Context: an optimization exercise on an open-source flow, tuned for small area, a short achievable clock period and few clock cycles per item. The choices shown serve that exercise and are no tape-out recipe. In this exercise RTL edits were held to simulation tests only and were not proved equivalent to the original. Power is estimated from default activity; no workload was simulated.

<file path="design/flow/config.mk">
export PLATFORM = sky130hd
export DESIGN_NAME = cmu_assoc
export DESIGN_NICKNAME = cmu_assoc
export VERILOG_FILES = /design/flow/design.v
export SDC_FILE = /design/flow/constraint.sdc
export NUM_CORES = 8
export LEC_CHECK = 0
export CAP_MARGIN = 20
export CORE_MARGIN = 2
export CORE_UTILIZATION = 55
export CTS_BUF_LIST = sky130_fd_sc_hd__clkbuf_8
export CTS_CLUSTER_DIAMETER = 50
export CTS_CLUSTER_SIZE = 16
export SETUP_SLACK_MARGIN = 3.5
export SLEW_MARGIN = 20
export TNS_END_PERCENT = 5
</file>
<file path="design/flow/constraint.sdc">
create_clock -name core_clock -period 9.0 [get_ports {clk}]
set_input_delay 1.8000 -clock core_clock [delete_from_list [all_inputs] [get_ports {clk}]]
set_output_delay 1.8000 -clock core_clock [all_outputs]
set_load 0.01 [all_outputs]
</file>
<file path="design/flow/design.v">
module cmu_assoc #(
    parameter int LINE_WORDS_WIDTH = 2,
    parameter int SET_WIDTH        = 4
) (
    input  logic        clk,
    input  logic        rst,
    input  logic [31:0] addr_rw,
    input  logic        en_r,
    input  logic        en_w,
    input  logic [31:0] data_w,
    output logic [31:0] data_r,
    output logic        stall,
    output logic        mem_cs_o,
    output logic        mem_we_o,
    output logic [31:0] mem_addr_o,
    output logic [31:0] mem_data_o,
    input  logic [31:0] mem_data_i,
    input  logic        mem_ack_i,
    output logic [31:0] hit_cnt,
    output logic [31:0] miss_cnt
);
    localparam int TAG_BITS = 32 - SET_WIDTH - LINE_WORDS_WIDTH - 2;
    localparam int SETS     = 1 << SET_WIDTH;
    localparam int LINE     = 1 << LINE_WORDS_WIDTH;
    logic [TAG_BITS-1:0] tag_q    [SETS][2];
    logic [31:0]         data_q   [SETS][2][LINE];
    logic [LINE-1:0]     wvalid_q [SETS][2];    
    logic [LINE-1:0]     wdirty_q [SETS][2];    
    logic [1:0]          lvalid_q [SETS];       
    logic [SETS-1:0]     lru_q;                 
    logic                        wbp_q;         
    logic [SET_WIDTH-1:0]        wb_set_q;
    logic                        wb_way_q;
    logic [LINE_WORDS_WIDTH-1:0] wb_word_q;
    logic [TAG_BITS-1:0]         wb_tag_q;
    logic [31:0]                 wb_data_q;
    logic [LINE_WORDS_WIDTH-1:0] a_word;
    logic [SET_WIDTH-1:0]        a_set;
    logic [TAG_BITS-1:0]         a_tag;
    assign a_word = addr_rw[LINE_WORDS_WIDTH+1:2];
    assign a_set  = addr_rw[SET_WIDTH+LINE_WORDS_WIDTH+1:LINE_WORDS_WIDTH+2];
    assign a_tag  = addr_rw[31:32-TAG_BITS];
    logic [TAG_BITS-1:0] s_tag    [2];
    logic [31:0]         s_data   [2][LINE];
    logic [LINE-1:0]     s_wvalid [2];
    logic [LINE-1:0]     s_dirty  [2];
    logic [1:0]          s_lvalid;
    logic                s_lru;
    logic [SETS-1:0] set_dec;
    always_comb begin
        for (int s = 0; s < SETS; s++) set_dec[s] = (a_set == SET_WIDTH'(s));
    end
    always_comb begin
        s_lvalid = lvalid_q[a_set];
        s_lru    = lru_q[a_set];
        for (int w = 0; w < 2; w++) begin
            s_tag[w]    = '0;
            s_wvalid[w] = '0;
            s_dirty[w]  = '0;
            for (int s = 0; s < SETS; s++) begin
                s_tag[w]    = s_tag[w]    | (tag_q[s][w]    & {TAG_BITS{set_dec[s]}});
                s_wvalid[w] = s_wvalid[w] | (wvalid_q[s][w] & {LINE{set_dec[s]}});
                s_dirty[w]  = s_dirty[w]  | (wdirty_q[s][w] & {LINE{set_dec[s] & lvalid_q[s][w]}});
            end
            for (int k = 0; k < LINE; k++) begin
                s_data[w][k] = '0;
                for (int s = 0; s < SETS; s++)
                    s_data[w][k] = s_data[w][k] | (data_q[s][w][k] & {32{set_dec[s]}});
            end
        end
    end
    logic [SETS-1:0] match0, match1;
    always_comb begin
        for (int s = 0; s < SETS; s++) begin
            match0[s] = lvalid_q[s][0] && (tag_q[s][0] == a_tag);
            match1[s] = lvalid_q[s][1] && (tag_q[s][1] == a_tag);
        end
    end
    logic req, lh0, lh1, line_hit, word_ok, use_way;
    assign req      = en_r | en_w;
    assign lh0      = match0[a_set];
    assign lh1      = match1[a_set];
    assign line_hit = lh0 | lh1;
    assign word_ok  = (lh0 & s_wvalid[0][a_word]) | (lh1 & s_wvalid[1][a_word]);
    logic vic, vic_dirty;
    assign vic       = !s_lvalid[0] ? 1'b0 : !s_lvalid[1] ? 1'b1 : s_lru;
    assign vic_dirty = |s_dirty[vic];
    assign use_way   = line_hit ? lh1 : vic;
    function automatic logic [LINE_WORDS_WIDTH-1:0] first_set(input logic [LINE-1:0] v);
        first_set = '0;
        for (int i = LINE - 1; i >= 0; i--) if (v[i]) first_set = LINE_WORDS_WIDTH'(i);
    endfunction
    logic                        cand_any, cand_way;
    logic                        vic_one;      
    logic [LINE_WORDS_WIDTH-1:0] cand_word;
    assign cand_way  = vic_dirty ? vic : ~vic;
    assign cand_any  = |(s_dirty[0] | s_dirty[1]);
    assign cand_word = first_set(s_dirty[cand_way]);
    always_comb begin
        vic_one = 1'b0;
        for (int i = 0; i < LINE; i++) vic_one = vic_one | (s_dirty[vic] == LINE'(1) << i);
    end
    logic wb_xfer, wb_done, load_wb;
    assign wb_xfer = wbp_q && !fetch;
    assign wb_done = wb_xfer && mem_ack_i;
    assign load_wb = req && cand_any && (!wbp_q || wb_done);
    logic wb_same;
    assign wb_same = wbp_q && (wb_set_q == a_set) && (wb_word_q == a_word) &&
                     (wb_tag_q == a_tag);
    logic need_fetch, fetch, go, alloc, complete, vic_free;
    assign vic_free   = !vic_dirty || (vic_one && req && !wbp_q);
    assign need_fetch = !en_w && !word_ok;
    assign go         = req && (line_hit || vic_free);      
    assign fetch      = go && need_fetch && !wb_same;
    assign alloc      = go && !line_hit;
    assign complete   = go && (!need_fetch || (mem_ack_i && !wb_same));
    assign stall      = req && !complete;
    logic        wr_en;
    logic [31:0] wr_data;
    assign wr_en   = complete && (en_w || !word_ok);
    assign wr_data = en_w ? data_w : mem_data_i;
    assign mem_cs_o   = !rst && (fetch || wbp_q);
    assign mem_we_o   = !fetch;
    assign mem_addr_o = fetch ? {addr_rw[31:2], 2'b00}
                              : {wb_tag_q, wb_set_q, wb_word_q, 2'b00};
    assign mem_data_o = wb_data_q;
    always_ff @(posedge clk or posedge rst) begin
        if (rst) begin
            lru_q    <= '0;
            for (int s = 0; s < SETS; s++) lvalid_q[s] <= 2'b00;
            hit_cnt  <= '0;
            miss_cnt <= '0;
            data_r   <= '0;
            wbp_q    <= 1'b0;
        end else begin
            if (alloc) begin
                lvalid_q[a_set][vic] <= 1'b1;
                miss_cnt             <= miss_cnt + 32'd1;
            end
            if (complete) begin
                lru_q[a_set] <= ~use_way;
                hit_cnt      <= hit_cnt + 32'd1;
                if (!en_w) data_r <= word_ok ? s_data[lh1][a_word] : mem_data_i;
            end
            if (load_wb) wbp_q <= 1'b1;
            else if (wb_done) wbp_q <= 1'b0;
        end
    end
    always_ff @(posedge clk) begin
        if (load_wb) wdirty_q[a_set][cand_way][cand_word] <= 1'b0;
        if (alloc) begin
            tag_q[a_set][vic]    <= a_tag;
            wvalid_q[a_set][vic] <= '0;
            wdirty_q[a_set][vic] <= '0;
        end
        if (wr_en) begin
            data_q[a_set][use_way][a_word]   <= wr_data;
            wvalid_q[a_set][use_way][a_word] <= 1'b1;
            if (en_w) wdirty_q[a_set][use_way][a_word] <= 1'b1;
        end
        if (load_wb) begin
            wb_set_q  <= a_set;
            wb_way_q  <= cand_way;
            wb_word_q <= cand_word;
            wb_tag_q  <= s_tag[cand_way];
            wb_data_q <= s_data[cand_way][cand_word];
        end
    end
endmodule
</file>
<file path="design/flow/run.sh">
#!/bin/bash
# synth_recipe.tcl (not shown) runs the flow's synth.tcl, then flattens the netlist and writes it again
# the make line also repeats each setting of config.mk as NAME=value (left out here)
make -C /OpenROAD-flow-scripts/flow DESIGN_CONFIG=/design/flow/config.mk WORK_HOME=/design/flow/orfs CLKGATE_MAP_FILE= SYNTH_SCRIPT=/design/flow/synth_recipe.tcl finish
</file>
==> results of run 1 <==
[worst max-delay path by stage]
| stage | startpoint | to | slack (ns) | depth (start not counted) |
|---|---|---|---|---|
| finish | addr_rw[16] | mem_addr_o[25] | 1.81 | 15 |
| global route | addr_rw[12] | mem_addr_o[25] | 1.87 | 15 |
| CTS | addr_rw[4] | mem_addr_o[25] | 1.93 | 17 |
| detailed placement | addr_rw[20] | mem_addr_o[25] | 0.49 | 14 |
| global placement | addr_rw[29] | mem_addr_o[19] | 0.50 | 14 |
| floorplan | addr_rw[4] | mem_addr_o[10] | 1.86 | 19 |
[registers in the layout, indices dropped and copies added (netlist names)]
signal and count:
wvalid_q 128, lru_q 16, data_q 4096, wdirty_q 128, wb_word_q 2, miss_cnt 32
tag_q 768, wb_data_q 32, wb_tag_q 24, hit_cnt 32, wbp_q 1, data_r 32
wb_set_q 4, lvalid_q 32
[metrics by stage]
| stage | std cells | util (%) | setup slack [ns] | power, uW |
|---|---|---|---|---|
| floorplan | 13220 | - | 1.857 | 31170 |
| global placement | 18260 | 58.74 | 0.4987 | 34670 |
| detailed placement | 18260 | 58.76 | 0.4871 | 34750 |
| CTS | 19420 | 63.20 | 1.932 | 51720 |
| global route | 19490 | 63.45 | 1.872 | 53040 |
| finish | 19520 | 63.47 | 1.806 | 52150 |
[kinds of logic (layout without fill, tap and decap cells)]
logic type,Yosys count,count (layout)
mux,141,141
xor+xnor,862,862
buf+inv,1033,2258
compound gates,3305,3305
fa+ha+maj,7,7
other cells,1,36
flops,5327,5327
simple gates,2539,2544
[layout by cell type, fill, tap and decap left out, drive strengths merged, types with 145 or more instances in the layout]
cell type      count
xnor2            183
a221oi           567
nor3             176
nand3            423
edfxtp          5182
a22o             590
nand2            333
clkbuf           566
a21oi            270
clkdlybuf4s50    195
xor2             679
inv              210
dfrtp            145
a22oi           1338
nand4            320
nor2             789
buf              994
nor4             242
[what timing repair did]
action | 4_1_cts | 5_1_grt
cloned | 42 | 0
pin swaps | 92 | 45
resized for setup | 587 | 54
endpoints found under the setup margin | 4987 | 2441
setup buffers | 167 | 62
[worst reg2reg max path, cell delays in order, from the launching register on]
cell and delay, ns:
sky130_fd_sc_hd__dfrtp_1 0.81, sky130_fd_sc_hd__nor4bb_4 0.64, sky130_fd_sc_hd__a22o_1 0.24, sky130_fd_sc_hd__a221oi_1 0.05, sky130_fd_sc_hd__nand4_1 0.12, sky130_fd_sc_hd__nor2_1 0.06, sky130_fd_sc_hd__buf_4 0.18, sky130_fd_sc_hd__or4_1 0.49
sky130_fd_sc_hd__o221a_4 0.15, sky130_fd_sc_hd__buf_4 0.14, sky130_fd_sc_hd__buf_4 0.13, sky130_fd_sc_hd__or2_1 0.36, sky130_fd_sc_hd__a211o_2 0.60, sky130_fd_sc_hd__or2_2 0.42, sky130_fd_sc_hd__inv_1 0.07, sky130_fd_sc_hd__buf_4 0.57
sky130_fd_sc_hd__or2_2 0.24
[area by class of cell]
| cell class | instances | area share, % |
|---|---|---|
| tap | 5038 | 2.600 |
| inverter | 86 | 0.1419 |
| clock inverter | 383 | 1.718 |
| sequential | 5327 | 65.67 |
| timing repair buffer | 1224 | 5.660 |
| multi-input combinational | 6861 | 20.96 |
| antenna | 34 | 0.03509 |
| clock buffer | 565 | 3.207 |
[power groups by stage]
stage / registers [uW] / clock network (uW) / logic [uW]
floorplan: 28700 / 0 / 2490
global placement: 28900 / 0 / 5810
detailed placement: 28900 / 0 / 5870
CTS: 28300 / 17200 / 6200
global route: 28400 / 18100 / 6580
finish: 28400 / 17200 / 6580
[metal layers]
metal	track usage, %	wire, um	up-vias
met5	0	241	-
met4	30.63	75380	36
li1	-	-	55220
met1	56.94	299800	71930
met2	63.83	373900	11570
met3	11.93	114200	2225
==> flow_summary.json, run 1 <==
{
  "run_status": "no timing/DRC/antenna violations",
  "post-synth-top-count-cell": "sky130_fd_sc_hd__edfxtp_1",
  "postSynth.topFlopCell": "sky130_fd_sc_hd__edfxtp_1",
  "pwr-share-clk_pct": 33.0,
  "via_count": 141000,
  "hold_slack_ns": 0.4736,
  "cts_inserted_buffers": 540,
  "regToRegSetupSlack_ns": 3.47,
  "route.detailed.vias_per_inst": 7.223,
  "cts-root-buf": "sky130_fd_sc_hd__clkbuf_8",
  "unrepaired_setup_endpoints_after_global_routing": "yes",
  "final.fill_count": 27370,
  "cell_variety_after_synth": 97,
  "multi_input_comb_area_mm2": 0.05083,
  "yosys-mux-area-fraction_pct": 0.8235,
  "area.sequential_mm2": 0.1592,
  "timing.final.crit_share_pct": 79.94,
  "syn_area_per_cell_um2": 15.96,
  "pwr_density_cell_mw_per_mm2": 215.1,
  "cts-htree-levels": 6,
  "synth-seq-cells": 5327,
  "remaining_number_of_nets_flagged_by_the_antenna_check_after_routing": 0,
  "hold_path.class": "flip-flop to flip-flop",
  "ioPinCount": 264,
  "finalClockSkew_ns": 0.1364,
  "num_rows": 227,
  "drt_iter0_drc": 25980,
  "r2r-end": "wvalid_q[20][3]",
  "core_region_area_mm2": 0.3820,
  "period_needed_ns": 7.194,
  "gp_routability_congestion": 1.020,
  "finalSetupTns_ns": 0,
  "max_slew.worst_pin.slew_ns": 1.306,
  "synth.top_cell.area_share_pct": 73.79,
  "r2r.worst_path.cells": 16,
  "combinational_family_with_the_most_area_after_synthesis": "compound AO/OA/AOI/OAI gates",
  "cp.required_ns": 7.20,
  "finish.instance_area_mm2": 0.2425,
  "cellLeakagePower_uw": 0.07796,
  "switching_power_uw": 14370,
  "worst_hold_path.endpoint": "hit_cnt[31]",
  "r2r-start": "lvalid_q[0][0]",
  "fraction_of_final_layout_cells_sized_beyond_drive_strength_1_pct": 17.02,
  "worstHoldPathCells": 1,
  "number_of_global_route_vias_before_repair": 129600,
  "cp_num_buf_inv": 5,
  "clk_transition_reported_paths_ns": 0.08,
  "dpl-instance-area_mm2": 0.2245,
  "initial_utilization_pct": 55.20,
  "irDropWorstVdd_uv": 181.1,
  "holdBufCountCts": 0,
  "drt_first_pass_iters": 7,
  "dpl.hpwl_um": 523900,
  "wire_per_inst_um": 44.24,
  "asyncSetResetFlopFracSynth_pct": 2.722,
  "grt_remaining_overflow": 0,
  "grt_pass1_wl_um": 1146000,
  "grt_use_total_pct": 43.66,
  "fmax_mhz": 139.0,
  "synth_edf_count": 5182,
  "combPwrFrac_pct": 12.6,
  "synth_top_cell_by_area": "sky130_fd_sc_hd__edfxtp_1",
  "finish.net_count": 14150,
  "hp-start": "hit_cnt[31]",
  "simple_logic_cell_fraction_of_the_synthesized_area_pct": 5.994,
  "synthesis.yosys.warnings": 6,
  "worstSetupPathType": "input pin to output pin",
  "critPathMaxStageDelay_ns": 0.51,
  "synth_adder_area_share_pct": 0.04153,
  "maximum_number_of_pins_on_one_net_before_global_route_repair": 93,
  "tritoncts": "yes",
  "worst_path_max_delay_cell": "sky130_fd_sc_hd__nor3_1",
  "cap_viol_max_count": 0,
  "path_max_fanout": 18,
  "path_delay_family": "simple AND/OR/NAND/NOR gates",
  "relSlewSlack_pct": 12.59,
  "seq_area_frac_synth_pct": 75.51,
  "area_delta_synth_final_pct": 14.98,
  "critical_path_arrival_ns": 5.39,
  "synth_compound_gate_area_share_pct": 12.06,
  "synth_top_cells_by_count": "sky130_fd_sc_hd__edfxtp_1, sky130_fd_sc_hd__a22oi_1, sky130_fd_sc_hd__nor2_1",
  "setup_crit_end_kind": "output pin",
  "die_h_um": 623.2,
  "die_w_um": 623.2,
  "remaining_drc_errors": 0,
  "dieArea_mm2": 0.3884,
  "synth_area_leaders": "sky130_fd_sc_hd__edfxtp_1, sky130_fd_sc_hd__a22oi_1, sky130_fd_sc_hd__xor2_1",
  "report.final.setup_viol": 0,
  "worstSetupStartpointType": "input pin",
  "grt_antenna_before_repair": 73,
  "synth_xor_xnor_area_share_pct": 3.580,
  "worstPathCellList": "buf_16 -> buf_4 -> xor2_1 -> nor3_1 -> nand3_2 -> o22ai_4 -> o22ai_2 -> nor4_2 -> buf_4 -> nor4_4 -> o21a_4 -> or3_4 -> buf_6 -> mux2_4 -> buf_6",
  "synth_cells": 13220,
  "power.share.sequential_pct": 54.4,
  "power_switching_share_pct": 27.56,
  "finalWirelength_um": 863600,
  "power.internal_uw": 37780,
  "clock_tree.buffer_depth": 4,
  "mapped_area_mm2": 0.2109,
  "finalHoldViolCount": 0,
  "cts.sinks": 5327,
  "timing_max_transition_violations_final": 0,
  "port_buffers": 259,
  "insertion_delay_ns": 1.34
}
Testbench counts, summed over its fixed seeds: cycles 26,583, accesses 24,000.
==> inputs of run 2 (changes only) <==
--- a/design/flow/design.v
+++ b/design/flow/design.v
@@ -45,5 +45,2 @@
     logic [LINE-1:0]     s_wvalid [2];
-    logic [LINE-1:0]     s_dirty  [2];
-    logic [1:0]          s_lvalid;
-    logic                s_lru;
     logic [SETS-1:0] set_dec;
@@ -53,4 +50,2 @@
     always_comb begin
-        s_lvalid = lvalid_q[a_set];
-        s_lru    = lru_q[a_set];
         for (int w = 0; w < 2; w++) begin
@@ -58,3 +53,2 @@
             s_wvalid[w] = '0;
-            s_dirty[w]  = '0;
             for (int s = 0; s < SETS; s++) begin
@@ -62,3 +56,2 @@
                 s_wvalid[w] = s_wvalid[w] | (wvalid_q[s][w] & {LINE{set_dec[s]}});
-                s_dirty[w]  = s_dirty[w]  | (wdirty_q[s][w] & {LINE{set_dec[s] & lvalid_q[s][w]}});
             end
@@ -84,6 +77,2 @@
     assign word_ok  = (lh0 & s_wvalid[0][a_word]) | (lh1 & s_wvalid[1][a_word]);
-    logic vic, vic_dirty;
-    assign vic       = !s_lvalid[0] ? 1'b0 : !s_lvalid[1] ? 1'b1 : s_lru;
-    assign vic_dirty = |s_dirty[vic];
-    assign use_way   = line_hit ? lh1 : vic;
     function automatic logic [LINE_WORDS_WIDTH-1:0] first_set(input logic [LINE-1:0] v);
@@ -92,12 +81,29 @@
     endfunction
+    logic [SETS-1:0]             vic_s, vd_s, le1_s, cway_s, cany_s;
+    logic [LINE_WORDS_WIDTH-1:0] cword_s [SETS];
+    always_comb begin
+        for (int s = 0; s < SETS; s++) begin
+            logic [LINE-1:0] d0, d1, dv, dc;
+            d0 = lvalid_q[s][0] ? wdirty_q[s][0] : '0;
+            d1 = lvalid_q[s][1] ? wdirty_q[s][1] : '0;
+            vic_s[s]   = !lvalid_q[s][0] ? 1'b0 : !lvalid_q[s][1] ? 1'b1 : lru_q[s];
+            dv         = vic_s[s] ? d1 : d0;
+            vd_s[s]    = |dv;
+            le1_s[s]   = (dv & (dv - LINE'(1))) == '0;      
+            cway_s[s]  = vd_s[s] ? vic_s[s] : ~vic_s[s];
+            dc         = cway_s[s] ? d1 : d0;
+            cany_s[s]  = |(d0 | d1);
+            cword_s[s] = first_set(dc);
+        end
+    end
+    logic vic, vic_dirty, vic_le1;
+    assign vic       = vic_s[a_set];
+    assign vic_dirty = vd_s[a_set];
+    assign vic_le1   = le1_s[a_set];
+    assign use_way   = line_hit ? lh1 : vic;
     logic                        cand_any, cand_way;
-    logic                        vic_one;      
     logic [LINE_WORDS_WIDTH-1:0] cand_word;
-    assign cand_way  = vic_dirty ? vic : ~vic;
-    assign cand_any  = |(s_dirty[0] | s_dirty[1]);
-    assign cand_word = first_set(s_dirty[cand_way]);
-    always_comb begin
-        vic_one = 1'b0;
-        for (int i = 0; i < LINE; i++) vic_one = vic_one | (s_dirty[vic] == LINE'(1) << i);
-    end
+    assign cand_way  = cway_s[a_set];
+    assign cand_any  = cany_s[a_set];
+    assign cand_word = cword_s[a_set];
     logic wb_xfer, wb_done, load_wb;
@@ -110,3 +116,3 @@
     logic need_fetch, fetch, go, alloc, complete, vic_free;
-    assign vic_free   = !vic_dirty || (vic_one && req && !wbp_q);
+    assign vic_free   = !vic_dirty || (vic_le1 && req && (!wbp_q || (en_w && mem_ack_i)));
     assign need_fetch = !en_w && !word_ok;
--- a/design/flow/config.mk
+++ b/design/flow/config.mk
@@ -9,3 +9,3 @@
 export CORE_MARGIN = 2
-export CORE_UTILIZATION = 55
+export CORE_UTILIZATION = 40
 export CTS_BUF_LIST = sky130_fd_sc_hd__clkbuf_8
==> flow_summary.json, run 2 <==
{
  "drt_first_pass_iters": 10,
  "seq_area_frac_synth_pct": 74.62,
  "cap_viol_max_count": 0,
  "maximum_number_of_pins_on_one_net_before_global_route_repair": 97,
  "worstHoldPathCells": 1,
  "critical_path_arrival_ns": 5.35,
  "cts.sinks": 5327,
  "core_region_area_mm2": 0.5322,
  "finalClockSkew_ns": 0.2100,
  "worstSetupPathType": "input pin to output pin",
  "yosys-mux-area-fraction_pct": 1.479,
  "remaining_drc_errors": 0,
  "synth_adder_area_share_pct": 0.04104,
  "timing_max_transition_violations_final": 0,
  "layout_top_registers": "data_q x4096, tag_q x768",
  "insertion_delay_ns": 1.39,
  "combinational_family_with_the_most_area_after_synthesis": "compound AO/OA/AOI/OAI gates",
  "fmax_mhz": 139.8,
  "initial_utilization_pct": 40.10,
  "grt_antenna_before_repair": 51,
  "register_name_with_the_most_flops": "data_q",
  "cts-root-buf": "sky130_fd_sc_hd__clkbuf_8",
  "pwr_density_cell_mw_per_mm2": 211.1,
  "cts-htree-levels": 5,
  "clock_tree.buffer_depth": 4,
  "layout_commonest_cell": "sky130_fd_sc_hd__edfxtp_1",
  "via_count": 142100,
  "synth_cells": 13500,
  "worstPathCellList": "buf_16 -> buf_4 -> xor2_1 -> nor3_1 -> nand3_1 -> o22ai_2 -> nand2_1 -> o2111a_4 -> o2bb2ai_4 -> or3b_4 -> nor2_4 -> buf_12 -> buf_12 -> mux2_4 -> buf_6",
  "post-synth-top-count-cell": "sky130_fd_sc_hd__edfxtp_1",
  "ioPinCount": 264,
  "remaining_number_of_nets_flagged_by_the_antenna_check_after_routing": 0,
  "critPathMaxStageDelay_ns": 0.73,
  "worstSetupStartpointType": "input pin",
  "worst_hold_path.endpoint": "miss_cnt[31]",
  "run_status": "no timing/DRC/antenna violations",
  "period_needed_ns": 7.153,
  "die_w_um": 734.4,
  "r2r-end": "data_q[73][7]",
  "synth.top_cell.area_share_pct": 72.91,
  "cts_inserted_buffers": 483,
  "finish.net_count": 14340,
  "multi_input_comb_area_mm2": 0.05344,
  "worst_path_max_delay_cell": "sky130_fd_sc_hd__nor3_1",
  "cp_num_buf_inv": 5,
  "numPlacedInstances": 20540,
  "finalSetupTns_ns": 0,
  "hold_path.class": "flip-flop to flip-flop",
  "synth_top_cells_by_count": "sky130_fd_sc_hd__edfxtp_1, sky130_fd_sc_hd__a22oi_1, sky130_fd_sc_hd__nor2_1",
  "grt_remaining_overflow": 0,
  "wire_per_inst_um": 39.27,
  "port_buffers": 259,
  "clk_transition_reported_paths_ns": 0.09,
  "synth_compound_gate_area_share_pct": 12.08,
  "regToRegSetupSlack_ns": 3.23,
  "hp-start": "miss_cnt[31]",
  "asyncSetResetFlopFracSynth_pct": 2.722,
  "synth_area_leaders": "sky130_fd_sc_hd__edfxtp_1, sky130_fd_sc_hd__a22oi_1, sky130_fd_sc_hd__xor2_1",
  "final_cell_mix": "sky130_fd_sc_hd__edfxtp_1, sky130_fd_sc_hd__a22oi_1, sky130_fd_sc_hd__buf_4",
  "startpoint": "addr_rw[10]",
  "unrepaired_setup_endpoints_after_global_routing": "yes",
  "gp_routability_congestion": 1.005,
  "area_delta_synth_final_pct": 14.83,
  "cp.required_ns": 7.20,
  "fraction_of_final_layout_cells_sized_beyond_drive_strength_1_pct": 16.58,
  "mapped_area_mm2": 0.2134,
  "postSynth.topFlopCell": "sky130_fd_sc_hd__edfxtp_1",
  "path_delay_family": "simple AND/OR/NAND/NOR gates",
  "dieArea_mm2": 0.5394,
  "synth_edf_count": 5182,
  "irDropWorstVdd_uv": 138.2,
  "route.detailed.vias_per_inst": 6.565,
  "cell_variety_after_synth": 100,
  "grt_use_total_pct": 30.34,
  "num_rows": 268,
  "finalHoldViolCount": 0,
  "synthesis.yosys.warnings": 6,
  "tritoncts": "yes",
  "r2r.worst_path.cells": 17,
  "area.sequential_mm2": 0.1593,
  "synth_xor_xnor_area_share_pct": 3.562,
  "largest_register_ff_count": 4096,
  "dpl.hpwl_um": 515000,
  "max_slew.worst_pin.slew_ns": 1.236,
  "finalWirelength_um": 850100,
  "setup_crit_end_kind": "output pin",
  "final_cells": 21650,
  "cellLeakagePower_uw": 0.07761,
  "syn_area_per_cell_um2": 15.81,
  "final.fill_count": 45830,
  "die_h_um": 734.4,
  "grt_pass1_wl_um": 1136000,
  "simple_logic_cell_fraction_of_the_synthesized_area_pct": 6.036,
  "relSlewSlack_pct": 15.21,
  "report.final.setup_viol": 0,
  "synth_top_cell_by_area": "sky130_fd_sc_hd__edfxtp_1",
  "path_max_fanout": 9,
  "number_of_global_route_vias_before_repair": 129400,
  "synth-seq-cells": 5327,
  "r2r-start": "tag_q[3][6]",
  "drt_iter0_drc": 25620,
  "path_common_cell": "sky130_fd_sc_hd__buf_12",
  "holdBufCountCts": 0,
  "timing.final.crit_share_pct": 79.48
}
==> run 2: layout make-up <==
cell class	instances	area share, %
sequential	5327	64.99
multi-input combinational	7144	21.80
timing repair buffer	1169	5.082
tap	7020	3.584
clock buffer	495	2.780
clock inverter	355	1.543
inverter	109	0.1869
antenna	31	0.03165
==> run 2: worst max path at each step <==
stage | cells after the start | endpoint | slack, ns
4_1_cts | 16 | mem_addr_o[15] | 1.75
6_report | 15 | mem_addr_o[20] | 1.85
5_1_grt | 15 | mem_addr_o[20] | 1.96
2_1_floorplan | 5 | data_q[0][17] | 2.30
3_3_place_gp | 19 | data_q[102][19] | 0.50
3_5_place_dp | 19 | data_q[102][19] | 0.46
==> run 2: per-stage QoR <==
| stage | hold WS, ns | setup slack [ns] | area [um^2] | total power [uW] | util (%) |
|---|---|---|---|---|---|
| after floorplan | 0.4890 | 2.297 | 213600 | 31620 | - |
| after global placement | 0.4558 | 0.5008 | 227700 | 35410 | 42.79 |
| after detailed placement | 0.4568 | 0.4567 | 227800 | 35430 | 42.80 |
| after CTS | 0.4730 | 1.753 | 243400 | 51230 | 45.74 |
| after global routing | 0.4932 | 1.957 | 245000 | 52680 | 46.04 |
| final | 0.4699 | 1.847 | 245100 | 51740 | 46.05 |
==> run 2: per-layer routing <==
layer	vias up	track usage [%]	share of wire (%)	wire, um
li1	55970	-	-	-
met1	73190	41.38	37	316700
met2	11010	43.60	42	358400
met3	1944	9.405	14	121000
met4	18	15.90	6.3	53860
met5	-	0	0.014	123
==> run 2: logic make-up after synthesis <==
| family | count (synthesis) |
|---|---|
| adders and majority gates | 7 |
| and+or+nand+nor | 2653 |
| muxes | 258 |
| AOI/OAI and AO/OA | 3355 |
| xor gates and xnor gates | 868 |
| buffers and inverters | 1032 |
| DFF | 5327 |
| other | 1 |
==> run 2: where the power goes <==
| part | total, uW | switching [uW] | internal (uW) |
|---|---|---|---|
| combinational | 7510 | 5300 | 2210 |
| clock | 16000 | 9330 | 6690 |
| sequential | 28200 | 494 | 27700 |
| total | 51700 | 15100 | 36600 |
==> run 2: repair_timing <==
action,4_1_cts,5_1_grt
setup endpoints to repair,5045,3371
cloned,46,10
gates resized for setup,524,216
pin swaps,52,50
buffers inserted,95,82
Testbench counts of run 2, summed over its fixed seeds: cycles 26,355, accesses 24,000.
==> inputs of run 3 (changes only) <==
--- a/design/flow/config.mk
+++ b/design/flow/config.mk
@@ -13,3 +13,3 @@
 export CTS_CLUSTER_SIZE = 16
-export SETUP_SLACK_MARGIN = 3.5
+export SETUP_SLACK_MARGIN = 2.5
 export SLEW_MARGIN = 20
==> flow_summary.json, run 3 <==
{
  "run_status": "no timing/DRC/antenna violations",
  "report.final.setup_viol": 0,
  "area_delta_synth_final_pct": 13.51,
  "irDropWorstVdd_uv": 170.2,
  "pwr-share-clk_pct": 31.4,
  "power.share.sequential_pct": 54.2,
  "number_of_global_route_vias_before_repair": 128600,
  "cap_viol_max_count": 0,
  "layout_top_registers": "data_q x4096, tag_q x768",
  "synth_area_leaders": "sky130_fd_sc_hd__edfxtp_1, sky130_fd_sc_hd__a22oi_1, sky130_fd_sc_hd__xor2_1",
  "initial_utilization_pct": 40.10,
  "mapped_area_mm2": 0.2134,
  "syn_area_per_cell_um2": 15.81,
  "die_h_um": 734.4,
  "route.detailed.vias_per_inst": 6.556,
  "max_slew.worst_pin.slew_ns": 1.251,
  "critical_path_arrival_ns": 5.29,
  "relSlewSlack_pct": 16.28,
  "path_max_fanout": 9,
  "utilization_after_layout_pct": 45.52,
  "place_worst_setup_slack_ns": 0.5012,
  "postSynth.topFlopCell": "sky130_fd_sc_hd__edfxtp_1",
  "grt_antenna_before_repair": 77,
  "cell_variety_after_synth": 100,
  "finalHoldViolCount": 0,
  "cp.required_ns": 7.20,
  "dieArea_mm2": 0.5394,
  "fraction_of_final_layout_cells_sized_beyond_drive_strength_1_pct": 15.16,
  "timing.final.crit_share_pct": 78.75,
  "register_name_with_the_most_flops": "data_q",
  "finish.net_count": 14260,
  "timing_max_transition_violations_final": 0,
  "cts-htree-levels": 6,
  "grt_remaining_overflow": 0,
  "final.fill_count": 45990,
  "fmax_mhz": 141.1,
  "hold_path.class": "flip-flop to flip-flop",
  "finalClockSkew_ns": 0.1809,
  "finalWirelength_um": 852300,
  "gp_routability_congestion": 1.005,
  "synth_cells": 13500,
  "asyncSetResetFlopFracSynth_pct": 2.722,
  "wire_per_inst_um": 39.47,
  "core_region_area_mm2": 0.5322,
  "switching_power_uw": 15220,
  "pwr_density_cell_mw_per_mm2": 214.5,
  "clock_tree.buffer_depth": 4,
  "grt_use_total_pct": 30.30,
  "tritoncts": "yes",
  "unrepaired_setup_endpoints_after_global_routing": "yes",
  "die_w_um": 734.4,
  "seq_area_frac_synth_pct": 74.62,
  "cts.sinks": 5327,
  "post-synth-top-count-cell": "sky130_fd_sc_hd__edfxtp_1",
  "finalSetupTns_ns": 0,
  "worstSetupPathType": "input pin to output pin",
  "cts-root-buf": "sky130_fd_sc_hd__clkbuf_8",
  "insertion_delay_ns": 1.37,
  "setup_crit_end_kind": "output pin",
  "largest_register_ff_count": 4096,
  "cts_inserted_buffers": 525,
  "layout_commonest_cell": "sky130_fd_sc_hd__edfxtp_1",
  "ioPinCount": 264,
  "synthesis.yosys.warnings": 6,
  "worstSetupStartpointType": "input pin",
  "dpl.hpwl_um": 524600,
  "combPwrFrac_pct": 14.4,
  "port_buffers": 259,
  "power_switching_share_pct": 29.29,
  "drt_first_pass_iters": 9,
  "final_cell_mix": "sky130_fd_sc_hd__edfxtp_1, sky130_fd_sc_hd__a22oi_1, sky130_fd_sc_hd__nor2_1",
  "synth_top_cell_by_area": "sky130_fd_sc_hd__edfxtp_1",
  "worstHoldPathCells": 1,
  "synth_top_cells_by_count": "sky130_fd_sc_hd__edfxtp_1, sky130_fd_sc_hd__a22oi_1, sky130_fd_sc_hd__nor2_1",
  "maximum_number_of_pins_on_one_net_before_global_route_repair": 129,
  "num_rows": 268,
  "postLayoutSetupSlackWorst_ns": 1.912,
  "synth-seq-cells": 5327,
  "cellLeakagePower_uw": 0.07650,
  "remaining_number_of_nets_flagged_by_the_antenna_check_after_routing": 0,
  "remaining_drc_errors": 0,
  "grt_pass1_wl_um": 1131000,
  "clk_transition_reported_paths_ns": 0.09,
  "r2r.worst_path.cells": 12,
  "period_needed_ns": 7.088,
  "drt_iter0_drc": 26290,
  "via_count": 141600,
  "power.internal_uw": 36730,
  "synth.top_cell.area_share_pct": 72.91,
  "synth_edf_count": 5182
}
run 3: cell families after synthesis:
kind of cell | count (synthesis) | share of synthesized area [%]
compound gates | 3355 | 12.08
flops | 5327 | 74.62
fa+ha+maj | 7 | 0.04104
mux | 258 | 1.479
simple gates | 2653 | 6.036
buf+inv | 1032 | 2.183
xor+xnor | 868 | 3.562
other cells | 1 | 0.001757
run 3: per-layer routing:
metal  vias up  part of all wire [%]  track usage [%]
met1     72920                    37            41.43
li1      55910                     -                -
met2     10860                    43            44.07
met5         -                 0.019                0
met4        22                   6.3            15.68
met3      1874                    14            8.653
run 3: power groups by stage:
stage	clock network [uW]	logic [uW]	registers [uW]
final	16300	7480	28200
after global routing	17200	7500	28200
after CTS	16300	7050	28100
after detailed placement	0	6870	28700
after global placement	0	6860	28700
after floorplan	0	3070	28500
run 3: worst paths after layout:
path                              start              to  slack (ns)
max in group asynchronous           rst       data_r[9]        6.71
hold / removal             miss_cnt[31]    miss_cnt[31]        0.47
hold reg to reg            miss_cnt[31]    miss_cnt[31]        0.47
setup / recovery            addr_rw[31]  mem_addr_o[25]        1.91
setup reg to reg              lru_q[10]   wb_data_q[12]        2.53
min in group asynchronous           rst      data_r[17]        0.98
run 3: per-stage QoR:
step / std cells / instance area [um^2] / total power (uW) / hold WS [ns]
final: 21600 / 242200 / 51950 / 0.4739
after detailed placement: 20560 / 227800 / 35560 / 0.4660
after global routing: 21570 / 242200 / 52880 / 0.5026
after CTS: 21540 / 241300 / 51540 / 0.4822
after global placement: 20550 / 227800 / 35550 / 0.4532
after floorplan: 13500 / 213400 / 31600 / 0.4890
run 3: cell type report:
type | instances | area [um^2] | area share [%]
Antenna cell | 33 | 82.58 | 0.03409
Clock buffer | 540 | 7432 | 3.068
Clock inverter | 378 | 3558 | 1.469
Inverter | 109 | 442.9 | 0.1828
Multi-Input combinational cell | 7143 | 52190 | 21.54
Sequential cell | 5327 | 159300 | 65.74
Tap cell | 7020 | 8783 | 3.626
Timing Repair Buffer | 1045 | 10510 | 4.339
run 3: repair_timing:
item,CTS,global route
resized for setup,428,79
endpoints found under the setup margin,423,33
pin swaps,36,32
setup buffers,47,15
hold buffers,0,0
gates cloned,20,7
run 3: worst max-delay path: stages:
cell                        delay, ns
sky130_fd_sc_hd__buf_16          0.15
sky130_fd_sc_hd__xnor2_2         0.16
sky130_fd_sc_hd__nand4_1         0.29
sky130_fd_sc_hd__nor4_4          0.49
sky130_fd_sc_hd__a22oi_2         0.21
sky130_fd_sc_hd__mux4_2          0.55
sky130_fd_sc_hd__o2111a_4        0.37
sky130_fd_sc_hd__o2bb2ai_4       0.19
sky130_fd_sc_hd__or3b_4          0.18
sky130_fd_sc_hd__nor2_4          0.06
sky130_fd_sc_hd__buf_6           0.14
sky130_fd_sc_hd__buf_12          0.12
sky130_fd_sc_hd__buf_16          0.13
sky130_fd_sc_hd__mux2_4          0.30
sky130_fd_sc_hd__buf_6           0.12
==> inputs of run 4 (changes only) <==
--- a/design/flow/config.mk
+++ b/design/flow/config.mk
@@ -7,3 +7,3 @@
 export LEC_CHECK = 0
-export CAP_MARGIN = 20
+export CAP_MARGIN = 10
 export CORE_MARGIN = 2
@@ -14,3 +14,3 @@
 export SETUP_SLACK_MARGIN = 2.5
-export SLEW_MARGIN = 20
+export SLEW_MARGIN = 10
 export TNS_END_PERCENT = 5
==> flow_summary.json, run 4 <==
{
  "cell_variety_after_synth": 100,
  "synth_edf_count": 5182,
  "synth_area_leaders": "sky130_fd_sc_hd__edfxtp_1, sky130_fd_sc_hd__a22oi_1, sky130_fd_sc_hd__xor2_1",
  "wire_per_inst_um": 39.37,
  "port_buffers": 259,
  "power.share.sequential_pct": 54.1,
  "pwr-share-clk_pct": 31.6,
  "cts.sinks": 5327,
  "report.final.setup_viol": 0,
  "irDropWorstVdd_uv": 179.1,
  "initial_utilization_pct": 40.10,
  "holdBufCountCts": 0,
  "run_status": "finished with violations",
  "cp.required_ns": 7.20,
  "number_of_global_route_vias_before_repair": 128500,
  "cts-htree-levels": 6,
  "register_name_with_the_most_flops": "data_q",
  "cts_inserted_buffers": 526,
  "synth_top_cells_by_count": "sky130_fd_sc_hd__edfxtp_1, sky130_fd_sc_hd__a22oi_1, sky130_fd_sc_hd__nor2_1",
  "finish.net_count": 14240,
  "finalClockSkew_ns": 0.1974,
  "relSlewSlack_pct": -0.7236,
  "seq_area_frac_synth_pct": 74.62,
  "check-failures": "max-capacitance violations, max-slew violations",
  "route.detailed.vias_per_inst": 6.538,
  "finalSetupTns_ns": 0,
  "power_switching_share_pct": 29.07,
  "final_cell_mix": "sky130_fd_sc_hd__edfxtp_1, sky130_fd_sc_hd__a22oi_1, sky130_fd_sc_hd__nor2_1",
  "hold_path.class": "flip-flop to flip-flop",
  "drt_first_pass_iters": 6,
  "finalHoldViolCount": 0,
  "unrepaired_setup_endpoints_after_global_routing": "yes",
  "switching_power_uw": 15130,
  "via_count": 141000,
  "die_h_um": 734.4,
  "hold_slack_ns": 0.4786,
  "clock_tree.buffer_depth": 4,
  "timing.final.crit_share_pct": 79.70,
  "clk_transition_reported_paths_ns": 0.08,
  "pwr_density_cell_mw_per_mm2": 215.4,
  "dpl-instance-area_mm2": 0.2278,
  "mapped_area_mm2": 0.2134,
  "gp_routability_congestion": 1.005,
  "grt_pass1_wl_um": 1132000,
  "ioPinCount": 264,
  "synthesis.yosys.warnings": 6,
  "largest_register_ff_count": 4096,
  "timing_max_transition_violations_final": 2,
  "path_max_fanout": 14,
  "layout_commonest_cell": "sky130_fd_sc_hd__edfxtp_1",
  "synth_top_cell_by_area": "sky130_fd_sc_hd__edfxtp_1",
  "maximum_number_of_pins_on_one_net_before_global_route_repair": 129,
  "postSynth.topFlopCell": "sky130_fd_sc_hd__edfxtp_1",
  "tritoncts": "yes",
  "fmax_mhz": 139.4,
  "drt_iter0_drc": 25660,
  "post-synth-top-count-cell": "sky130_fd_sc_hd__edfxtp_1",
  "remaining_drc_errors": 0,
  "grt_antenna_before_repair": 60,
  "synth_cells": 13500,
  "worstSetupStartpointType": "input pin",
  "die_w_um": 734.4,
  "grt_use_total_pct": 30.33,
  "period_needed_ns": 7.173,
  "synth.top_cell.area_share_pct": 72.91,
  "syn_area_per_cell_um2": 15.81,
  "worstSetupPathType": "input pin to output pin",
  "max_slew.worst_pin.slew_ns": 1.508,
  "power.internal_uw": 36910,
  "setup_crit_end_kind": "output pin",
  "layout_top_registers": "data_q x4096, tag_q x768",
  "asyncSetResetFlopFracSynth_pct": 2.722,
  "finish.instance_area_mm2": 0.2416,
  "numPlacedInstances": 20550,
  "cap_viol_max_count": 1,
  "critical_path_arrival_ns": 5.37,
  "insertion_delay_ns": 1.37,
  "utilization_after_layout_pct": 45.39,
  "core_region_area_mm2": 0.5322,
  "cellLeakagePower_uw": 0.07622,
  "fraction_of_final_layout_cells_sized_beyond_drive_strength_1_pct": 14.83,
  "grt_remaining_overflow": 0,
  "combPwrFrac_pct": 14.2,
  "synth-seq-cells": 5327,
  "cts-root-buf": "sky130_fd_sc_hd__clkbuf_8",
  "num_rows": 268,
  "area_delta_synth_final_pct": 13.19,
  "finalWirelength_um": 848900,
  "dpl.hpwl_um": 524700,
  "remaining_number_of_nets_flagged_by_the_antenna_check_after_routing": 0,
  "final_cells": 21560,
  "dieArea_mm2": 0.5394
}
[run 4: cell counts after synthesis]
No cell type changed its count.
[run 4: final cells by class]
cell class,count,area (um^2)
diodes,19,47.55
multi-input cells,7143,51810
fillers,46080,290600
clock buffers,546,7515
inverters,109,442.9
well taps,7020,8783
repair buffers,1023,10090
clock inverters,376,3611
flip-flops and latches,5327,159300
[run 4: routing by layer]
metal	up-vias	GRT usage, %	share of wire, %
met5	-	0	0.032
met4	36	14.82	6.0
met3	1824	8.783	14
li1	55840	-	-
met1	72490	41.41	37
met2	10800	44.48	43
[run 4: path summary, 6_finish.rpt]
path | end | cells past startpoint | startpoint | slack (ns)
worst max register to register | wb_data_q[12] | 12 | lru_q[10] | 2.32
worst min register to register | hit_cnt[31] | 1 | hit_cnt[31] | 0.48
worst min-delay path | hit_cnt[31] | 1 | hit_cnt[31] | 0.48
min in group asynchronous | lvalid_q[0][0] | 2 | rst | 0.97
worst max-delay path | mem_addr_o[22] | 16 | addr_rw[21] | 1.83
max in group asynchronous | data_r[9] | 3 | rst | 6.66
[run 4: metrics by stage]
stage	power (uW)	worst slack, ns
global route	53040	1.887
CTS	51690	1.990
detailed placement	35560	0.4156
global placement	35550	0.5173
finish	52040	1.827
floorplan	31600	0.3557
[run 4: power by group through the flow]
stage | Clock [uW] | Combinational (uW) | Sequential, uW
6_report | 16500 | 7410 | 28200
5_1_grt | 17400 | 7450 | 28200
4_1_cts | 16500 | 7040 | 28100
3_5_place_dp | 0 | 6860 | 28700
3_3_place_gp | 0 | 6860 | 28700
2_1_floorplan | 0 | 3070 | 28500
[run 4: cell families after synthesis]
logic type               synth area share, %
flip-flops                             74.62
adder cells (fa/ha/maj)              0.04104
XOR/XNOR                               3.562
multiplexers                           1.479
buffers and inverters                  2.183
other                               0.001757
AND/OR/NAND/NOR                        6.036
AO/OA/AOI/OAI                          12.08
[run 4: critical path, stage by stage]
cell,delay [ns]
sky130_fd_sc_hd__buf_6,0.23
sky130_fd_sc_hd__buf_4,0.32
sky130_fd_sc_hd__xor2_1,0.14
sky130_fd_sc_hd__nor4_2,0.45
sky130_fd_sc_hd__nand4_1,0.22
sky130_fd_sc_hd__o22ai_1,0.47
sky130_fd_sc_hd__a22oi_2,0.21
sky130_fd_sc_hd__o2111a_4,0.27
sky130_fd_sc_hd__o2bb2ai_4,0.20
sky130_fd_sc_hd__or3b_4,0.19
sky130_fd_sc_hd__nor2_4,0.05
sky130_fd_sc_hd__buf_6,0.15
sky130_fd_sc_hd__buf_16,0.14
sky130_fd_sc_hd__buf_12,0.12
sky130_fd_sc_hd__mux2_2,0.27
sky130_fd_sc_hd__buf_6,0.13
[run 4: repair_timing]
item,CTS,global route
setup buffers,36,14
pin swaps,23,16
cloned,18,1
endpoints found under the setup margin,686,33
gates resized for setup,439,34
==> inputs of run 5 (changes only) <==
==> design/flow/flow/run.sh (new file) <==
#!/bin/bash
# Own layout flow: the standard ORFS flow (standard.sh) with three extra
# make settings:
#   * DONT_USE_CELLS: the platform's list plus the OR cells, whose stacked
#     PMOS makes them slow; synthesis then builds ORs from NAND/NOR.
#   * MATCH_CELL_FOOTPRINT=0: timing repair may swap a cell for any cell
#     with the same function, not only one with the same footprint.
#   * BUFFER_PORTS_ARGS: every port still gets its buffer, a buf_1 (repair
#     sizes it up where timing needs) instead of the default delay cell.
# Registers, their names and cell types are those of the standard synthesis.
# The make output of every step is kept in flow_make.log here; ORFS keeps
# each tool's own log under orfs/logs.
set -euo pipefail

PLATFORM_DONT_USE="sky130_fd_sc_hd__probe_p_8 sky130_fd_sc_hd__probec_p_8
sky130_fd_sc_hd__lpflow_bleeder_1
sky130_fd_sc_hd__lpflow_clkbufkapwr_1 sky130_fd_sc_hd__lpflow_clkbufkapwr_16
sky130_fd_sc_hd__lpflow_clkbufkapwr_2 sky130_fd_sc_hd__lpflow_clkbufkapwr_4
sky130_fd_sc_hd__lpflow_clkbufkapwr_8
sky130_fd_sc_hd__lpflow_clkinvkapwr_1 sky130_fd_sc_hd__lpflow_clkinvkapwr_16
sky130_fd_sc_hd__lpflow_clkinvkapwr_2 sky130_fd_sc_hd__lpflow_clkinvkapwr_4
sky130_fd_sc_hd__lpflow_clkinvkapwr_8
sky130_fd_sc_hd__lpflow_decapkapwr_12 sky130_fd_sc_hd__lpflow_decapkapwr_3
sky130_fd_sc_hd__lpflow_decapkapwr_4 sky130_fd_sc_hd__lpflow_decapkapwr_6
sky130_fd_sc_hd__lpflow_decapkapwr_8
sky130_fd_sc_hd__lpflow_inputiso0n_1 sky130_fd_sc_hd__lpflow_inputiso0p_1
sky130_fd_sc_hd__lpflow_inputiso1n_1 sky130_fd_sc_hd__lpflow_inputiso1p_1
sky130_fd_sc_hd__lpflow_inputisolatch_1
sky130_fd_sc_hd__lpflow_isobufsrc_1 sky130_fd_sc_hd__lpflow_isobufsrc_16
sky130_fd_sc_hd__lpflow_isobufsrc_2 sky130_fd_sc_hd__lpflow_isobufsrc_4
sky130_fd_sc_hd__lpflow_isobufsrc_8 sky130_fd_sc_hd__lpflow_isobufsrckapwr_16
sky130_fd_sc_hd__lpflow_lsbuf_lh_hl_isowell_tap_1
sky130_fd_sc_hd__lpflow_lsbuf_lh_hl_isowell_tap_2
sky130_fd_sc_hd__lpflow_lsbuf_lh_hl_isowell_tap_4
sky130_fd_sc_hd__lpflow_lsbuf_lh_isowell_4
sky130_fd_sc_hd__lpflow_lsbuf_lh_isowell_tap_1
sky130_fd_sc_hd__lpflow_lsbuf_lh_isowell_tap_2
sky130_fd_sc_hd__lpflow_lsbuf_lh_isowell_tap_4"

SLOW_OR="sky130_fd_sc_hd__or2_0 sky130_fd_sc_hd__or2_1 sky130_fd_sc_hd__or2_2
sky130_fd_sc_hd__or2_4 sky130_fd_sc_hd__or3_1 sky130_fd_sc_hd__or3_2
sky130_fd_sc_hd__or3_4 sky130_fd_sc_hd__or4_1 sky130_fd_sc_hd__or4_2
sky130_fd_sc_hd__or4_4 sky130_fd_sc_hd__or3b_1 sky130_fd_sc_hd__or3b_2
sky130_fd_sc_hd__or3b_4 sky130_fd_sc_hd__or4b_1 sky130_fd_sc_hd__or4b_2
sky130_fd_sc_hd__or4b_4 sky130_fd_sc_hd__or4bb_1 sky130_fd_sc_hd__or4bb_2
sky130_fd_sc_hd__or4bb_4"

DONT_USE=$(echo $PLATFORM_DONT_USE $SLOW_OR)

bash standard.sh "DONT_USE_CELLS=$DONT_USE" MATCH_CELL_FOOTPRINT=0 \
    "BUFFER_PORTS_ARGS=-buffer_cell sky130_fd_sc_hd__buf_1" finish \
    > flow_make.log 2>&1
test -s out/final.def
==> design/flow/standard.sh (new file) <==
#!/bin/bash
# synth_recipe.tcl (not shown) runs the flow's synth.tcl, then flattens the netlist and writes it again
# the make line also repeats each setting of config.mk as NAME=value (left out here)
make -C /OpenROAD-flow-scripts/flow DESIGN_CONFIG=/design/flow/config.mk WORK_HOME=/design/flow/orfs CLKGATE_MAP_FILE= SYNTH_SCRIPT=/design/flow/synth_recipe.tcl "${@:-finish}"
--- a/design/flow/config.mk
+++ b/design/flow/config.mk
@@ -7,3 +7,3 @@
 export LEC_CHECK = 0
-export CAP_MARGIN = 10
+export CAP_MARGIN = 20
 export CORE_MARGIN = 2
@@ -13,4 +13,4 @@
 export CTS_CLUSTER_SIZE = 16
-export SETUP_SLACK_MARGIN = 2.5
-export SLEW_MARGIN = 10
+export SETUP_SLACK_MARGIN = 3.5
+export SLEW_MARGIN = 20
 export TNS_END_PERCENT = 5
removed: design/flow/run.sh
==> flow_summary.json, run 5 <==
{
  "synth.top_cell.area_share_pct": 72.86,
  "route.detailed.vias_per_inst": 6.558,
  "port_buffers": 259,
  "max_slew.worst_pin.slew_ns": 1.323,
  "cp.required_ns": 7.20,
  "worstHoldPathCells": 1,
  "number_of_global_route_vias_before_repair": 127900,
  "remaining_drc_errors": 0,
  "hold_path.class": "flip-flop to flip-flop",
  "finalWirelength_um": 841300,
  "wire_per_inst_um": 38.99,
  "final.fill_count": 46040,
  "relSlewSlack_pct": 11.48,
  "worstSetupPathType": "input pin to output pin",
  "area_delta_synth_final_pct": 13.12,
  "synth_top_cell_by_area": "sky130_fd_sc_hd__edfxtp_1",
  "irDropWorstVdd_uv": 163.6,
  "unrepaired_setup_endpoints_after_global_routing": "yes",
  "grt_remaining_overflow": 0,
  "asyncSetResetFlopFracSynth_pct": 2.722,
  "num_rows": 268,
  "cell_variety_after_synth": 94,
  "cts_inserted_buffers": 469,
  "run_status": "no timing/DRC/antenna violations",
  "maximum_number_of_pins_on_one_net_before_global_route_repair": 96,
  "cts-root-buf": "sky130_fd_sc_hd__clkbuf_8",
  "synth_area_leaders": "sky130_fd_sc_hd__edfxtp_1, sky130_fd_sc_hd__a22oi_1, sky130_fd_sc_hd__xor2_1",
  "multi_input_comb_area_mm2": 0.05220,
  "finalClockSkew_ns": 0.2019,
  "syn_area_per_cell_um2": 15.78,
  "cellLeakagePower_uw": 0.07600,
  "grt_antenna_before_repair": 69,
  "mapped_area_mm2": 0.2136,
  "period_needed_ns": 7.159,
  "register_name_with_the_most_flops": "data_q",
  "report.final.setup_viol": 0,
  "worstSetupStartpointType": "input pin",
  "timing_max_transition_violations_final": 0,
  "critical_path_arrival_ns": 5.36,
  "seq_area_frac_synth_pct": 74.55,
  "synthesis.yosys.warnings": 6,
  "hp-start": "hit_cnt[31]",
  "clk_transition_reported_paths_ns": 0.09,
  "finish.net_count": 14290,
  "core_region_area_mm2": 0.5322,
  "tritoncts": "yes",
  "r2r-end": "wb_data_q[29]",
  "synth_top_cells_by_count": "sky130_fd_sc_hd__edfxtp_1, sky130_fd_sc_hd__a22oi_1, sky130_fd_sc_hd__nor2_1",
  "post-synth-top-count-cell": "sky130_fd_sc_hd__edfxtp_1",
  "clock_tree.buffer_depth": 4,
  "remaining_number_of_nets_flagged_by_the_antenna_check_after_routing": 0,
  "synth_edf_count": 5182,
  "largest_register_ff_count": 4096,
  "setup_crit_end_kind": "output pin",
  "drt_iter0_drc": 25360,
  "worstPathCellList": "buf_16 -> buf_16 -> buf_4 -> xor2_1 -> nor3_1 -> nand3_1 -> o22ai_2 -> nand2_1 -> o2111a_2 -> nand2b_4 -> o21ai_4 -> nor2_4 -> buf_12 -> buf_12 -> mux2_4 -> buf_6",
  "cts.sinks": 5327,
  "final_cell_mix": "sky130_fd_sc_hd__edfxtp_1, sky130_fd_sc_hd__a22oi_1, sky130_fd_sc_hd__nor2_1",
  "ioPinCount": 264,
  "drt_first_pass_iters": 8,
  "cap_viol_max_count": 0,
  "layout_commonest_cell": "sky130_fd_sc_hd__edfxtp_1",
  "finalSetupTns_ns": 0,
  "worst_path_max_delay_cell": "sky130_fd_sc_hd__nor3_1",
  "finalHoldViolCount": 0,
  "area.sequential_mm2": 0.1593,
  "via_count": 141500,
  "die_h_um": 734.7,
  "postSynth.topFlopCell": "sky130_fd_sc_hd__edfxtp_1",
  "grt_use_total_pct": 29.77,
  "fraction_of_final_layout_cells_sized_beyond_drive_strength_1_pct": 14.87,
  "r2r.worst_path.cells": 13,
  "regToRegSetupSlack_ns": 3.49,
  "timing.final.crit_share_pct": 79.55,
  "pwr_density_cell_mw_per_mm2": 210.1,
  "cts-htree-levels": 5,
  "dpl.hpwl_um": 509100,
  "critPathMaxStageDelay_ns": 0.48,
  "initial_utilization_pct": 40.14,
  "synth_cells": 13530,
  "insertion_delay_ns": 1.39,
  "path_max_fanout": 34,
  "synth-seq-cells": 5327,
  "gp_routability_congestion": 0.9864,
  "r2r-start": "lvalid_q[2][0]",
  "fmax_mhz": 139.7,
  "die_w_um": 734.7,
  "grt_pass1_wl_um": 1116000,
  "layout_top_registers": "data_q x4096, tag_q x768",
  "finalPower_uw": 50760,
  "worst_hold_path.endpoint": "hit_cnt[31]",
  "dieArea_mm2": 0.5398
}
[run 5: kinds of logic after synthesis]
family	after synthesis	share of synthesized area, %
fa+ha+maj	7	0.04100
compound gates	3380	12.19
xor+xnor	869	3.563
buf+inv	1028	2.196
flops	5327	74.55
other cells	1	0.001756
simple gates	2693	6.103
mux	227	1.349
[run 5: metrics by stage]
stage	hold WS, ns	setup slack, ns	instance area [um^2]	instances	utilization (%)
finish	0.4771	1.841	241600	21580	45.40
global route	0.5137	1.938	241500	21550	45.39
CTS	0.4810	2.020	240200	21490	45.13
detailed placement	0.4686	0.8385	228500	20640	42.94
global placement	0.4601	0.8538	228500	20630	42.93
floorplan	0.4950	2.492	214000	13530	-
[run 5: critical path, delay by kind of cell]
kind / cells / cell delay [ns]
buf+inv: 6 / 0.93
compound gates: 3 / 0.76
mux: 1 / 0.34
simple gates: 5 / 1.32
xor+xnor: 1 / 0.16
[run 5: worst max-delay path by stage]
| stage | cells past startpoint | end | startpoint |
|---|---|---|---|
| 2_1_floorplan | 18 | mem_addr_o[20] | addr_rw[5] |
| 3_3_place_gp | 15 | mem_addr_o[5] | addr_rw[22] |
| 3_5_place_dp | 15 | mem_addr_o[5] | addr_rw[22] |
| 4_1_cts | 13 | mem_addr_o[11] | tag_q[3][20] |
| 5_1_grt | 16 | mem_addr_o[11] | addr_rw[14] |
| 6_report | 16 | mem_addr_o[11] | addr_rw[31] |
[run 5: layout make-up]
type                    instances  area share, %
clock inverters               333          1.434
diodes                         44        0.04557
well taps                    7020          3.635
multi-input cells            7179          21.60
repair buffers               1087          4.490
clock buffers                 472          2.689
inverters                     117         0.1916
flip-flops and latches       5327          65.91
[run 5: where the power goes]
group	internal (uW)	total [uW]	switching, uW
Sequential	27700	28100	389
Clock	6350	15400	9020
Combinational	1960	7300	5340
Total	36000	50800	14800
[run 5: what timing repair did]
action | CTS | global route
setup endpoints to repair | 5095 | 2626
resized for setup | 294 | 125
cloned | 10 | 15
buffers inserted | 35 | 32
pin swaps | 24 | 32
hold buffers | 0 | 0
[run 5: per-layer routing]
metal / routed length (um) / up-vias / part of all wire [%] / global-route usage, %
met5: 228 / - / 0.027 / 0
met3: 121800 / 1893 / 14 / 9.180
met4: 51640 / 34 / 6.1 / 14.95
met1: 314500 / 72720 / 37 / 40.99
met2: 353200 / 10930 / 42 / 42.66
li1: - / 55930 / - / -
==> inputs of run 6 (changes only) <==
--- a/design/flow/config.mk
+++ b/design/flow/config.mk
@@ -7,3 +7,3 @@
 export LEC_CHECK = 0
-export CAP_MARGIN = 20
+export CAP_MARGIN = 10
 export CORE_MARGIN = 2
@@ -13,4 +13,4 @@
 export CTS_CLUSTER_SIZE = 16
-export SETUP_SLACK_MARGIN = 3.5
-export SLEW_MARGIN = 20
+export SETUP_SLACK_MARGIN = 2.5
+export SLEW_MARGIN = 10
 export TNS_END_PERCENT = 5
==> flow_summary.json, run 6 <==
{
  "seq_area_frac_synth_pct": 74.55,
  "numPlacedInstances": 20640,
  "irDropWorstVdd_uv": 185.0,
  "synth_edf_count": 5182,
  "worstSetupStartpointType": "input pin",
  "number_of_global_route_vias_before_repair": 128300,
  "post-synth-top-count-cell": "sky130_fd_sc_hd__edfxtp_1",
  "finalWirelength_um": 852100,
  "final_cell_mix": "sky130_fd_sc_hd__edfxtp_1, sky130_fd_sc_hd__a22oi_1, sky130_fd_sc_hd__nor2_1",
  "dieArea_mm2": 0.5398,
  "layout_commonest_cell": "sky130_fd_sc_hd__edfxtp_1",
  "grt_remaining_overflow": 0,
  "core_region_area_mm2": 0.5322,
  "finalClockSkew_ns": 0.2434,
  "holdBufCountCts": 0,
  "unrepaired_setup_endpoints_after_global_routing": "yes",
  "setup_crit_end_kind": "output pin",
  "grt_pass1_wl_um": 1129000,
  "mapped_area_mm2": 0.2136,
  "fraction_of_final_layout_cells_sized_beyond_drive_strength_1_pct": 14.75,
  "timing.final.crit_share_pct": 79.76,
  "relSlewSlack_pct": 3.319,
  "hold_slack_ns": 0.4705,
  "clk_transition_reported_paths_ns": 0.09,
  "run_status": "no timing/DRC/antenna violations",
  "gp_routability_congestion": 0.9969,
  "worst_path_max_delay_cell": "sky130_fd_sc_hd__xor2_1",
  "tritoncts": "yes",
  "cts-htree-levels": 5,
  "remaining_drc_errors": 0,
  "port_buffers": 259,
  "max_slew.worst_pin.slew_ns": 1.449,
  "worstSetupPathType": "input pin to output pin",
  "ioPinCount": 264,
  "hold_path.class": "flip-flop to flip-flop",
  "fmax_mhz": 139.3,
  "initial_utilization_pct": 40.14,
  "report.final.setup_viol": 0,
  "num_rows": 268,
  "cellLeakagePower_uw": 0.07590,
  "pwr_density_cell_mw_per_mm2": 209.2,
  "synth_top_cells_by_count": "sky130_fd_sc_hd__edfxtp_1, sky130_fd_sc_hd__a22oi_1, sky130_fd_sc_hd__nor2_1",
  "finalSetupTns_ns": 0,
  "finalHoldViolCount": 0,
  "postSynth.topFlopCell": "sky130_fd_sc_hd__edfxtp_1",
  "period_needed_ns": 7.179,
  "cap_viol_max_count": 0,
  "synth.top_cell.area_share_pct": 72.86,
  "drt_first_pass_iters": 8,
  "path_max_fanout": 45,
  "synth_cells": 13530,
  "route.detailed.vias_per_inst": 6.565,
  "cts_inserted_buffers": 470,
  "asyncSetResetFlopFracSynth_pct": 2.722,
  "cts.sinks": 5327,
  "synth_top_cell_by_area": "sky130_fd_sc_hd__edfxtp_1",
  "register_name_with_the_most_flops": "data_q",
  "remaining_number_of_nets_flagged_by_the_antenna_check_after_routing": 0,
  "largest_register_ff_count": 4096,
  "die_w_um": 734.7,
  "maximum_number_of_pins_on_one_net_before_global_route_repair": 129,
  "cell_variety_after_synth": 94,
  "area_delta_synth_final_pct": 12.78,
  "worstPathCellList": "buf_16 -> xor2_1 -> nor4_1 -> nand3_1 -> o22ai_2 -> a22oi_1 -> nand4_1 -> buf_12 -> buf_4 -> a22oi_2 -> nand3_2 -> nor2_4 -> buf_12 -> clkbuf_16 -> mux2_2 -> buf_1",
  "path_common_cell": "sky130_fd_sc_hd__buf_12",
  "cp.required_ns": 7.20,
  "clock_tree.buffer_depth": 4,
  "die_h_um": 734.7,
  "via_count": 142000,
  "timing_max_transition_violations_final": 0,
  "dpl.hpwl_um": 520700,
  "grt_antenna_before_repair": 73,
  "insertion_delay_ns": 1.38,
  "final_cells": 21630,
  "critical_path_arrival_ns": 5.38,
  "synth_area_leaders": "sky130_fd_sc_hd__edfxtp_1, sky130_fd_sc_hd__a22oi_1, sky130_fd_sc_hd__xor2_1",
  "cts-root-buf": "sky130_fd_sc_hd__clkbuf_8",
  "syn_area_per_cell_um2": 15.78,
  "grt_use_total_pct": 30.17,
  "synthesis.yosys.warnings": 6,
  "critPathMaxStageDelay_ns": 0.48,
  "drt_iter0_drc": 27450,
  "synth-seq-cells": 5327,
  "wire_per_inst_um": 39.40,
  "layout_top_registers": "data_q x4096, tag_q x768",
  "finish.net_count": 14320
}
## run 6: cell counts after synthesis
Identical to the previous run, type by type.
## run 6: layer usage
| metal | GRT usage (%) | vias up | routed length, um |
|---|---|---|---|
| li1 | - | 56010 | - |
| met1 | 41.95 | 73010 | 317300 |
| met2 | 43.96 | 11190 | 364000 |
| met3 | 8.853 | 1716 | 124200 |
| met4 | 13.29 | 44 | 46300 |
| met5 | 0 | - | 310 |
## run 6: logic make-up (layout without fill, tap and decap cells)
kind of cell | count (synthesis) | count (layout) | share of synthesized area, %
buf+inv | 1028 | 2037 | 2.196
other cells | 1 | 62 | 0.001756
fa+ha+maj | 7 | 7 | 0.04100
compound gates | 3380 | 3380 | 12.19
flops | 5327 | 5327 | 74.55
xor+xnor | 869 | 869 | 3.563
mux | 227 | 227 | 1.349
simple gates | 2693 | 2696 | 6.103
## run 6: cell type report
type	count	area, um^2
diodes	60	150.1
clock buffers	477	6565
clock inverters	325	3097
fillers	46290	291300
inverters	117	478.0
multi-input cells	7181	52110
flip-flops and latches	5327	159300
well taps	7020	8783
repair buffers	1118	10450
## run 6: power by group
part,total [uW],leakage (uW),switching (uW),internal [uW]
Sequential,28100,0.0486,358,27700
Combinational,7210,0.0223,5410,1800
Clock,15100,0.00501,8960,6160
## run 6: worst paths after layout
check                           slack, ns  depth (start not counted)             end            from
worst max register to register       2.67                         12   wb_data_q[22]  wdirty_q[9][3]
min in group asynchronous            0.62                          2      data_r[27]             rst
max in group asynchronous            6.71                          3      data_r[24]             rst
worst max-delay path                 1.82                         16  mem_addr_o[16]     addr_rw[20]
worst min register to register       0.47                          1     hit_cnt[31]     hit_cnt[31]
worst min-delay path                 0.47                          1     hit_cnt[31]     hit_cnt[31]
## run 6: worst max-delay path, delay by kind of cell
family	cells	cell delay, ns
and+or+nand+nor	5	0.83
buffers and inverters	6	1.04
AOI/OAI and AO/OA	3	0.71
xor gates and xnor gates	1	0.48
muxes	1	0.38
## run 6: what timing repair did
item                                    CTS  global route
pin swaps                                17            33
buffers inserted                         54            41
endpoints found under the setup margin   52            33
gates resized for setup                 291           152
gates cloned                             10            15
## run 6: stage by stage
step | setup slack (ns) | utilization (%) | area [um^2] | total power [uW]
finish | 1.822 | 45.27 | 240900 | 50390
floorplan | 0.5472 | - | 213600 | 31570
detailed placement | 0.4114 | 42.82 | 227900 | 35220
CTS | 1.920 | 44.97 | 239300 | 49930
global placement | 0.5274 | 42.82 | 227900 | 35190
global route | 1.886 | 45.25 | 240800 | 51300

[afterwards: timing with drivers on the ports]
In the flow no input, the clock included, has a driving cell. The finished layouts below were timed again as built, in two steps. Step 1 sets driving cells, clkbuf_16 on the clock port and buf_2 on the other inputs (assumed; they add their load-dependent delay and slew). Step 2 moves the port delays by t, midway between the first and last clock arrival at a register: inputs arrive t later, outputs are due t later. That takes back most of the time a late clock gives input paths. a / b / c = ideal / step 1 / step 2; a / b = the first two.
run	t, ns	slack for setup (ns)	worst slew at a driven data input, ns
run 1	1.385	1.806 / 1.557 / 1.557	0.41
run 2	1.402	1.847 / 1.543 / 1.446	0.42
run 3	1.397	1.912 / 1.646 / 1.178	0.38
run 4	1.385	1.827 / 1.577 / 1.086	0.34
run 5	1.407	1.841 / 1.582 / 1.582	0.43
run 6	1.376	1.822 / 1.529 / 1.069	0.44
The setup slack of run 6, which loses most, moves by -0.293 ns with the drivers and by -0.753 ns with both steps.
